Source: an optimization exercise on an open RTL-to-GDS flow (aim: small area, a short achievable clock period and few clock cycles per item). Production flows keep margins and buffers that such runs may drop.
Where RTL was checked, it was by simulation tests only, not by an equivalence proof against the original.

== v6 ==
## epoch_seconds_to_calendar_top
module epoch_seconds_to_calendar_top (
  input  wire logic        clk,
  input  wire logic        rst,
  input  wire logic        din_valid,
  output wire logic        din_ready,
  input  wire logic [31:0] din_epoch_seconds,
  output wire logic        dout_valid,
  input  wire logic        dout_ready,
  output wire logic [5:0]  dout_second_of_minute,
  output wire logic [5:0]  dout_minute_of_hour,
  output wire logic [4:0]  dout_hour_of_day,
  output wire logic [2:0]  dout_weekday,
  output wire logic [7:0]  dout_year_offset,
  output wire logic [3:0]  dout_month_number,
  output wire logic [4:0]  dout_day_of_month
);
==> flow/config.mk <==
export PLATFORM = sky130hd
export DESIGN_NAME = epoch_seconds_to_calendar_top
export DESIGN_NICKNAME = epoch_seconds_to_calendar_top
export VERILOG_FILES = /design/flow/design.v
export SDC_FILE = /design/flow/constraint.sdc
export NUM_CORES = 4
export LEC_CHECK = 0
export CAP_MARGIN = 20
export CORE_MARGIN = 2
export CORE_UTILIZATION = 40
export SLEW_MARGIN = 20
==> flow/constraint.sdc <==
create_clock -name core_clock -period 11.0 [get_ports {clk}]
set_input_delay 2.2000 -clock core_clock [delete_from_list [all_inputs] [get_ports {clk}]]
set_output_delay 2.2000 -clock core_clock [all_outputs]
set_load 0.01 [all_outputs]
standard.sh (not shown) runs the stock make flow with config.mk's settings and CLKGATE_MAP_FILE= SYNTH_SCRIPT=/design/flow/synth_recipe.tcl, a recipe that flattens the netlist after the stock synthesis.
==> flow/flow/run.sh <==
#!/bin/bash
# The standard layout (the standard.sh: ORFS synthesis through finish) with timing repair
# aimed at 5 ns of setup slack, and the port buffers made with buf_1 cells.
set -euo pipefail
bash standard.sh SETUP_SLACK_MARGIN=5 'BUFFER_PORTS_ARGS=-buffer_cell sky130_fd_sc_hd__buf_1' finish > standard_finish.log 2>&1
Testbench counts of v6, summed over its fixed seeds: cycles 8,024, items 8,000.
Input changes introduced in v7 (baseline for comparison: v6):
--- a/flow/design.v
+++ b/flow/design.v
@@ -141,51 +141,50 @@
   assign s2_l[10] = 64'he3b88e2388e2388e >> r1_qb & 1'b1;
   assign s2_l[11] = 64'h6e6446ee446ee446 >> r1_qb & 1'b1;
   logic [11:0] s2_rpa, s2_rpb;
   assign s2_rpa = s2_qe[11:0] + s2_l + {11'd0, s2_ga};
   assign s2_rpb = s2_qe[11:0] + s2_l + {10'd0, s2_gb, !s2_gb};
   assign s2_rp  = s2_c ? s2_rpb : s2_rpa;
   logic [6:0]  s2_ha;
   logic [5:0]  s2_he;
   logic [8:0]  s2_l2;
-  logic [8:0]  s2_hr;      
   assign s2_ha = s2_r[10:4];
   assign s2_he[0] = 128'h6cd993264c993264c99b366cd9b366cc >> s2_ha & 1'b1;
   assign s2_he[1] = 128'h70e1e3c78f1e3c78f1e3c78f1e3c78f0 >> s2_ha & 1'b1;
   assign s2_he[2] = 128'h7f01fc07f01fc07f01fc07f01fc07f00 >> s2_ha & 1'b1;
   assign s2_he[3] = 128'h8001fff8001fff8001fff8001fff8000 >> s2_ha & 1'b1;
   assign s2_he[4] = 128'h0001ffffffe0000001ffffffe0000000 >> s2_ha & 1'b1;
   assign s2_he[5] = 128'h0001fffffffffffffe00000000000000 >> s2_ha & 1'b1;
   assign s2_l2[0] = 128'h6cd993264c993264c99b366cd9b366cc >> s2_ha & 1'b1;
   assign s2_l2[1] = 128'h1c3870e1c3870e1c3878f1e3c78f1e3c >> s2_ha & 1'b1;
   assign s2_l2[2] = 128'h03f80fe03f80fe03f807f01fc07f01fc >> s2_ha & 1'b1;
   assign s2_l2[3] = 128'hfff8001fff8001fff8000fffc000fffc >> s2_ha & 1'b1;
   assign s2_l2[4] = 128'hfff80000007ffffff80000003ffffffc >> s2_ha & 1'b1;
   assign s2_l2[5] = 128'h932193264c993264ce64c993264c9930 >> s2_ha & 1'b1;
   assign s2_l2[6] = 128'h1c3e1c3870e1c3870f870e1c3870e1c0 >> s2_ha & 1'b1;
   assign s2_l2[7] = 128'he03fe03f80fe03f80ff80fe03f80fe00 >> s2_ha & 1'b1;
   assign s2_l2[8] = 128'h6ce66ce64c66ce64c664c66ce64c66cc >> s2_ha & 1'b1;
-  assign s2_hr = {s2_r[5:0], r1_lo[6:4]} + s2_l2;
   function automatic logic [2:0] add7(input logic [2:0] a, input logic [2:0] b);
     logic [3:0] t;
     t = {1'b0, a} + {1'b0, b};
     add7 = t[2:0] + {2'd0, t[3]};
   endfunction
   logic [2:0] s2_wa, s2_wb, s2_wq;
   assign s2_wa = add7(add7(s2_qe[2:0], s2_qe[5:3]), s2_qe[8:6]);
   assign s2_wb = add7(add7(s2_qe[11:9], s2_qe[14:12]), 3'd4 + {2'd0, s2_qe[15]});
   assign s2_wq = add7(s2_wa, s2_wb);
   logic [11:0] r2_rp;
   logic        r2_c;
   logic [5:0]  r2_q4e;
   logic [5:0]  r2_he;
-  logic [8:0]  r2_hr;
-  logic [3:0]  r2_e;       
+  logic [8:0]  r2_l2;
+  logic [5:0]  r2_rl;      
+  logic [6:0]  r2_e;       
   logic [2:0]  r2_wq;
   logic [11:0] s3_r;       
   logic [6:0]  s3_n;
   logic [2:0]  s3_nn;      
   logic [8:0]  s3_off;
   logic [8:0]  s3_doy;
   logic [7:0]  s3_ya;      
   assign s3_r = r2_rp;
   assign s3_n[0] = (s3_r >= 12'd365);
@@ -229,23 +228,25 @@
   assign t[11] = (s3_doy >= 9'd337);
   always_comb begin
     s3_mp = 4'd0;
     for (int i = 1; i <= 11; i++) if (t[i]) s3_mp = 4'(i);
   end
   logic [2:0] s3_w4;
   logic [2:0] s3_wd;
   assign s3_w4 = add7(r2_wq, {2'd0, r2_c});
   assign s3_wd = (s3_w4 == 3'd7) ? 3'd1 : s3_w4 + 3'd1;
+  logic [8:0]  s3_hr;      
   logic        s3_hc;
   logic [7:0]  s3_hrem;
   logic [5:0]  s3_h1;
-  assign s3_hc   = (r2_hr >= 9'd225);
-  assign s3_hrem = s3_hc ? 8'(r2_hr - 9'd225) : r2_hr[7:0];
+  assign s3_hr   = {r2_rl, r2_e[6:4]} + r2_l2;
+  assign s3_hc   = (s3_hr >= 9'd225);
+  assign s3_hrem = s3_hc ? 8'(s3_hr - 9'd225) : s3_hr[7:0];
   assign s3_h1   = r2_he + {5'd0, s3_hc};
   logic [9:0]  s3_z;       
   assign s3_z = {s3_hrem, r2_e[3:2]};
   logic [6:0]  s3_ma;
   logic [5:0]  s3_me;
   logic [4:0]  s3_l3;
   logic [4:0]  s3_mr;      
   assign s3_ma = s3_z[9:3];
   assign s3_me[0] = 128'hcc999933326664ccc999933326664ccc >> s3_ma & 1'b1;
@@ -310,20 +311,21 @@
   end
   always_ff @(posedge clk) begin
     if (adv) begin
       r1_qe    <= p0[18:3];
       r1_lo    <= din_epoch_seconds[17:0];
       r2_rp    <= s2_rp;
       r2_c     <= s2_c;
       r2_q4e   <= s2_q4e;
       r2_he    <= s2_he;
-      r2_hr    <= s2_hr;
-      r2_e     <= r1_lo[3:0];
+      r2_l2    <= s2_l2;
+      r2_rl    <= s2_r[5:0];
+      r2_e     <= r1_lo[6:0];
       r2_wq    <= s2_wq;
       r3_dl    <= s3_doy[4:0];
       r3_mp    <= s3_mp;
       r3_ya    <= s3_ya;
       r3_wd    <= s3_wd;
       r3_h     <= (s3_h1 >= 6'd24) ? 5'(s3_h1 - 6'd24) : s3_h1[4:0];
       r3_me    <= s3_me;
       r3_mr    <= s3_mr;
       r3_s     <= r2_e[1:0];
==> comparison <==
NOTE wire length of the first global-routing pass v6->v7 increased by a few percent
In the floorplan summary, v7 is listed with a die area greater than that of v6.
Minimum setup slack in the final design ended up 0.12 ns higher on v7 than on v6.
v7 vs. v6: count of plain and timing-repair buffers decreased 58.
Testbench counts of v7, summed over its fixed seeds: cycles 8,024, items 8,000.

========
Another version of the RTL of epoch_seconds_to_calendar_top (not shown whole).
Size: ~120 flip-flops, about 75 I/O pins, roughly 14000 µm² of cells after synthesis.
Settings: LEC_CHECK=0, CAP_MARGIN=20, CORE_MARGIN=2, CORE_UTILIZATION=55, SLEW_MARGIN=20; clock period 11.0 ns.
Scripts as last shown in full above: flow/flow/run.sh
Testbench counts at the start, summed over its fixed seeds: cycles 8,024, items 8,000.
Change:
--- a/flow/design.v
+++ b/flow/design.v
@@ -138,15 +138,15 @@
   assign s2_l[7] = 32'h6bdeb5ef >> r1_qb & 1'b1;
   assign s2_l[8] = 32'h8ce7398c >> r1_qb & 1'b1;
   assign s2_l[9] = 32'h4294a529 >> r1_qb & 1'b1;
   assign s2_l[10] = 32'h94210842 >> r1_qb & 1'b1;
   logic [11:0] s2_rpa, s2_rpb;
   assign s2_rpa = {1'b0, s2_qe[10:0]} + {1'b0, s2_l} + {11'd0, s2_ga};
   assign s2_rpb = {1'b0, s2_qe[10:0]} + {1'b0, s2_l} + {10'd0, s2_gb, !s2_gb};
-  assign s2_rp  = s2_c ? s2_rpb : s2_rpa;
+  assign s2_rp  = ({12{s2_c}} & s2_rpb) | ({12{!s2_c}} & s2_rpa);
   function automatic logic [2:0] add7(input logic [2:0] a, input logic [2:0] b);
     logic [3:0] t;
     t = {1'b0, a} + {1'b0, b};
     add7 = t[2:0] + {2'd0, t[3]};
   endfunction
   logic [2:0] s2_wa, s2_wb, s2_wq;
   assign s2_wa = add7(add7(s2_qe[2:0], s2_qe[5:3]), s2_qe[8:6]);
- area after synthesis rose by 1.7%
- wire length rose by 1.8%
- design area rose by 1.2%
- register-to-register slack is worse by 120 ps
- sequential share of layout area fell by 0.26 points
- worst hold slack is worse by 3.1 ps
- final cell count fell by 0.47%
- clock skew rose by 3.7 ps
- via count is about the same
Testbench counts after the change, summed over its fixed seeds: cycles 8,024, items 8,000.

========
epoch_seconds_to_calendar_top, a different RTL version from the one above (not shown whole).
Size: about 1600 cells after synthesis, about 130 flip-flops, roughly 75 I/O pins, roughly 0.015 sq mm of cells after synthesis.
==> flow/config.mk <==
export PLATFORM = sky130hd
export DESIGN_NAME = epoch_seconds_to_calendar_top
export DESIGN_NICKNAME = epoch_seconds_to_calendar_top
export VERILOG_FILES = /design/flow/design.v
export SDC_FILE = /design/flow/constraint.sdc
export NUM_CORES = 4
export LEC_CHECK = 0
export CAP_MARGIN = 20
export CORE_MARGIN = 2
export CORE_UTILIZATION = 40
export SETUP_SLACK_MARGIN = 5
export SLEW_MARGIN = 20
==> flow/constraint.sdc <==
create_clock -name core_clock -period 11.0 [get_ports {clk}]
set_input_delay 2.2000 -clock core_clock [delete_from_list [all_inputs] [get_ports {clk}]]
set_output_delay 2.2000 -clock core_clock [all_outputs]
set_load 0.01 [all_outputs]
run.sh (not shown) runs the stock make flow with config.mk's settings and CLKGATE_MAP_FILE= SYNTH_SCRIPT=/design/flow/synth_recipe.tcl, a recipe that flattens the netlist after the stock synthesis.
Stock flow here: none of the scripts above is used.
==> next run, changes <==
--- a/flow/design.v
+++ b/flow/design.v
@@ -94,31 +94,30 @@
   assign s2 = a3 ^ a4 ^ a5;
   assign c2 = ((a3 & a4) | (a3 & a5) | (a4 & a5)) << 1;
   assign s3 = s1 ^ c1 ^ s2;
   assign c3 = ((s1 & c1) | (s1 & s2) | (c1 & s2)) << 1;
   assign s4 = s3 ^ c3 ^ c2;
   assign c4 = ((s3 & c3) | (s3 & c2) | (c3 & c2)) << 1;
   assign s5 = s4 ^ c4 ^ a6;
   assign c5 = ((s4 & c4) | (s4 & a6) | (c4 & a6)) << 1;
-  logic [3:0] lo0;
-  assign lo0 = {1'b0, s5[2:0]} + {1'b0, c5[2:0]};
-  logic [15:0] r1_s, r1_c;
-  logic        r1_ci;
+  logic [18:0] p0;
+  assign p0 = s5 + c5;
+  logic [15:0] r1_qe;
   logic [17:0] r1_lo;      
-  logic [15:0] s2_qe;
   logic [10:0] s2_r;       
   logic        s2_c;
   logic [9:0]  s2_rem;
   logic        s2_g;       
   logic [5:0]  r1_qb;
   logic [5:0]  s2_q4e;
   logic [11:0] s2_l;
   logic [11:0] s2_rp;
-  assign s2_qe  = r1_s + r1_c + {15'd0, r1_ci};
+  logic [15:0] s2_qe;
+  assign s2_qe  = r1_qe;
   assign s2_r   = r1_lo[17:7] - ({s2_qe[1:0], 9'd0} + {s2_qe[3:0], 7'd0} + {s2_qe[5:0], 5'd0}
                                  + {s2_qe[9:0], 1'd0} + s2_qe[10:0]);
   assign s2_c   = (s2_r >= 11'd675);
   assign s2_rem = s2_c ? 10'(s2_r - 11'd675) : s2_r[9:0];
   assign s2_g   = (s2_qe >= 16'd47541) || ((s2_qe == 16'd47540) && s2_c);
   assign r1_qb  = s2_qe[15:10];
   assign s2_q4e[0] = 64'h6da4b6d24b6d24b6 >> r1_qb & 1'b1;
   assign s2_q4e[1] = 64'h71c738e38c71c738 >> r1_qb & 1'b1;
@@ -139,24 +138,20 @@
   assign s2_l[10] = 64'he3b88e2388e2388e >> r1_qb & 1'b1;
   assign s2_l[11] = 64'h6e6446ee446ee446 >> r1_qb & 1'b1;
   assign s2_rp  = s2_qe[11:0] + s2_l;
   function automatic logic [2:0] add7(input logic [2:0] a, input logic [2:0] b);
     logic [3:0] t;
     t = {1'b0, a} + {1'b0, b};
     add7 = t[2:0] + {2'd0, t[3]};
   endfunction
-  logic [2:0] s2_wa, s2_wb, s2_wc, s2_wd, s2_we, s2_wf, s2_wq;
-  assign s2_wa = add7(add7(r1_s[2:0], r1_s[5:3]), add7(r1_s[8:6], r1_s[11:9]));
-  assign s2_wb = add7(add7(r1_c[2:0], r1_c[5:3]), add7(r1_c[8:6], r1_c[11:9]));
-  assign s2_wc = add7(r1_s[14:12], r1_c[14:12]);
-  assign s2_wd = 3'd4 + {2'd0, r1_ci} + {2'd0, r1_s[15]} + {2'd0, r1_c[15]};
-  assign s2_we = add7(s2_wa, s2_wb);
-  assign s2_wf = add7(s2_wc, s2_wd);
-  assign s2_wq = add7(s2_we, s2_wf);
+  logic [2:0] s2_wa, s2_wb, s2_wq;
+  assign s2_wa = add7(add7(s2_qe[2:0], s2_qe[5:3]), s2_qe[8:6]);
+  assign s2_wb = add7(add7(s2_qe[11:9], s2_qe[14:12]), 3'd4 + {2'd0, s2_qe[15]});
+  assign s2_wq = add7(s2_wa, s2_wb);
   logic [11:0] r2_rp;
   logic        r2_c;
   logic        r2_g;
   logic [5:0]  r2_q4e;
   logic [16:0] r2_sod;
   logic [2:0]  r2_wq;
   logic [11:0] s3_r;       
   logic [6:0]  s3_n;
@@ -296,19 +291,17 @@
     end else if (adv) begin
       v1 <= din_valid;
       v2 <= v1;
       v3 <= v2;
     end
   end
   always_ff @(posedge clk) begin
     if (adv) begin
-      r1_s     <= s5[18:3];
-      r1_c     <= c5[18:3];
-      r1_ci    <= lo0[3];
+      r1_qe    <= p0[18:3];
       r1_lo    <= din_epoch_seconds[17:0];
       r2_rp    <= s2_rp;
       r2_c     <= s2_c;
       r2_g     <= s2_g;
       r2_q4e   <= s2_q4e;
       r2_sod   <= {s2_rem, r1_lo[6:0]};
       r2_wq    <= s2_wq;
       r3_doy   <= s3_doy;
Via count decreases by 9.9%.
First-iteration DRC count decreases by 43%.
Sequential share of layout area decreases by 1.0 points.
Sequential cell count decreases by 17.
Testbench counts after the change, summed over its fixed seeds: cycles 8,024, items 8,000.
The RTL of the first run of this note was laid out without a check of its function.

========
old:
RTL: one of the versions met above, not the one the previous note started from.
For scale: roughly 1,500 cells after synthesis, about 120 flip-flops, ~75 I/O pins, roughly 0.014 mm² of cells after synthesis.
export LEC_CHECK = 0
export CAP_MARGIN = 20
export CORE_MARGIN = 2
export CORE_UTILIZATION = 40
export SLEW_MARGIN = 20
create_clock -name core_clock -period 11.0 [get_ports {clk}]
standard.sh (not shown) runs the stock make flow with config.mk's settings and CLKGATE_MAP_FILE= SYNTH_SCRIPT=/design/flow/synth_recipe.tcl, a recipe that flattens the netlist after the stock synthesis.
Scripts as last shown in full above: flow/flow/run.sh
old completed every stage of the flow, and the final layout passed the timing, DRC and antenna checks.
Testbench counts of old, summed over its fixed seeds: cycles 8,024, items 8,000.
### old -> new
--- a/flow/design.v
+++ b/flow/design.v
@@ -139,13 +139,13 @@
   assign s2_l[8] = 32'h8ce7398c >> r1_qb & 1'b1;
   assign s2_l[9] = 32'h4294a529 >> r1_qb & 1'b1;
   assign s2_l[10] = 32'h94210842 >> r1_qb & 1'b1;
   logic [11:0] s2_rpa, s2_rpb;
   assign s2_rpa = {1'b0, s2_qe[10:0]} + {1'b0, s2_l} + {11'd0, s2_ga};
   assign s2_rpb = {1'b0, s2_qe[10:0]} + {1'b0, s2_l} + {10'd0, s2_gb, !s2_gb};
-  assign s2_rp  = s2_c ? s2_rpb : s2_rpa;
+  assign s2_rp  = ({12{s2_c}} & s2_rpb) | ({12{!s2_c}} & s2_rpa);
   function automatic logic [2:0] add7(input logic [2:0] a, input logic [2:0] b);
     logic [3:0] t;
     t = {1'b0, a} + {1'b0, b};
     add7 = t[2:0] + {2'd0, t[3]};
   endfunction
   logic [2:0] s2_wa, s2_wb, s2_wq;
==> comparison <==
[new] synthesized area rose 1.7% relative to old. Average footprint of a synthesized cell (lower): old. Destination of the critical timing path: r1_qe[12] -> new, r1_qe[15] -> old. new vs old, share of cells above drive strength 1 went down by 0.64 points. | non-clock buffer count | new vs old | 5 lower |.
Testbench counts of new, summed over its fixed seeds: cycles 8,024, items 8,000.

-- static timing again, ports no longer ideal --
How much do the figures lean on ideal ports? The routed layouts below were timed once more, with nothing changed but the port constraints. Step 1: set_driving_cell puts a clkbuf_16 on clk and a buf_2 on each other input, an assumption about the parent block. Step 2 also shifts input and output timing later by t, the mid clock arrival at the registers, as if the neighbouring blocks saw the same clock. Three values: no drivers, after step 1, after step 2; two values: the first two.
| run | t, ns | setup WS [ns] | hold WS [ns] |
|---|---|---|---|
| v6 | 0.488 | 4.978 / 4.978 / 4.626 | 0.420 / 0.420 / 0.420 |
| v7 | 0.496 | 5.093 / 5.108 / 4.612 | 0.429 / 0.429 / 0.429 |
| the first run of note 2 | 0.468 | 5.130 / 5.143 / 4.675 | 0.420 / 0.420 / 0.420 |
| the second run of note 2 | 0.468 | 5.158 / 5.158 / 4.839 | 0.417 / 0.417 / 0.417 |
| the first run of note 3 | 0.486 | 4.451 / 4.402 / 4.889 | 0.419 / 0.419 / 0.419 |
| the second run of note 3 | 0.482 | 4.494 / 4.445 / 4.620 | 0.417 / 0.417 / 0.417 |
| old | 0.481 | 5.051 / 5.064 / 4.583 | 0.414 / 0.414 / 0.414 |
| new | 0.467 | 5.197 / 5.223 / 4.756 | 0.417 / 0.417 / 0.417 |
After both steps every run listed still meets setup and hold. For v7, which loses most, drivers alone change the setup slack by +0.015 ns; drivers and shift together by -0.481 ns.
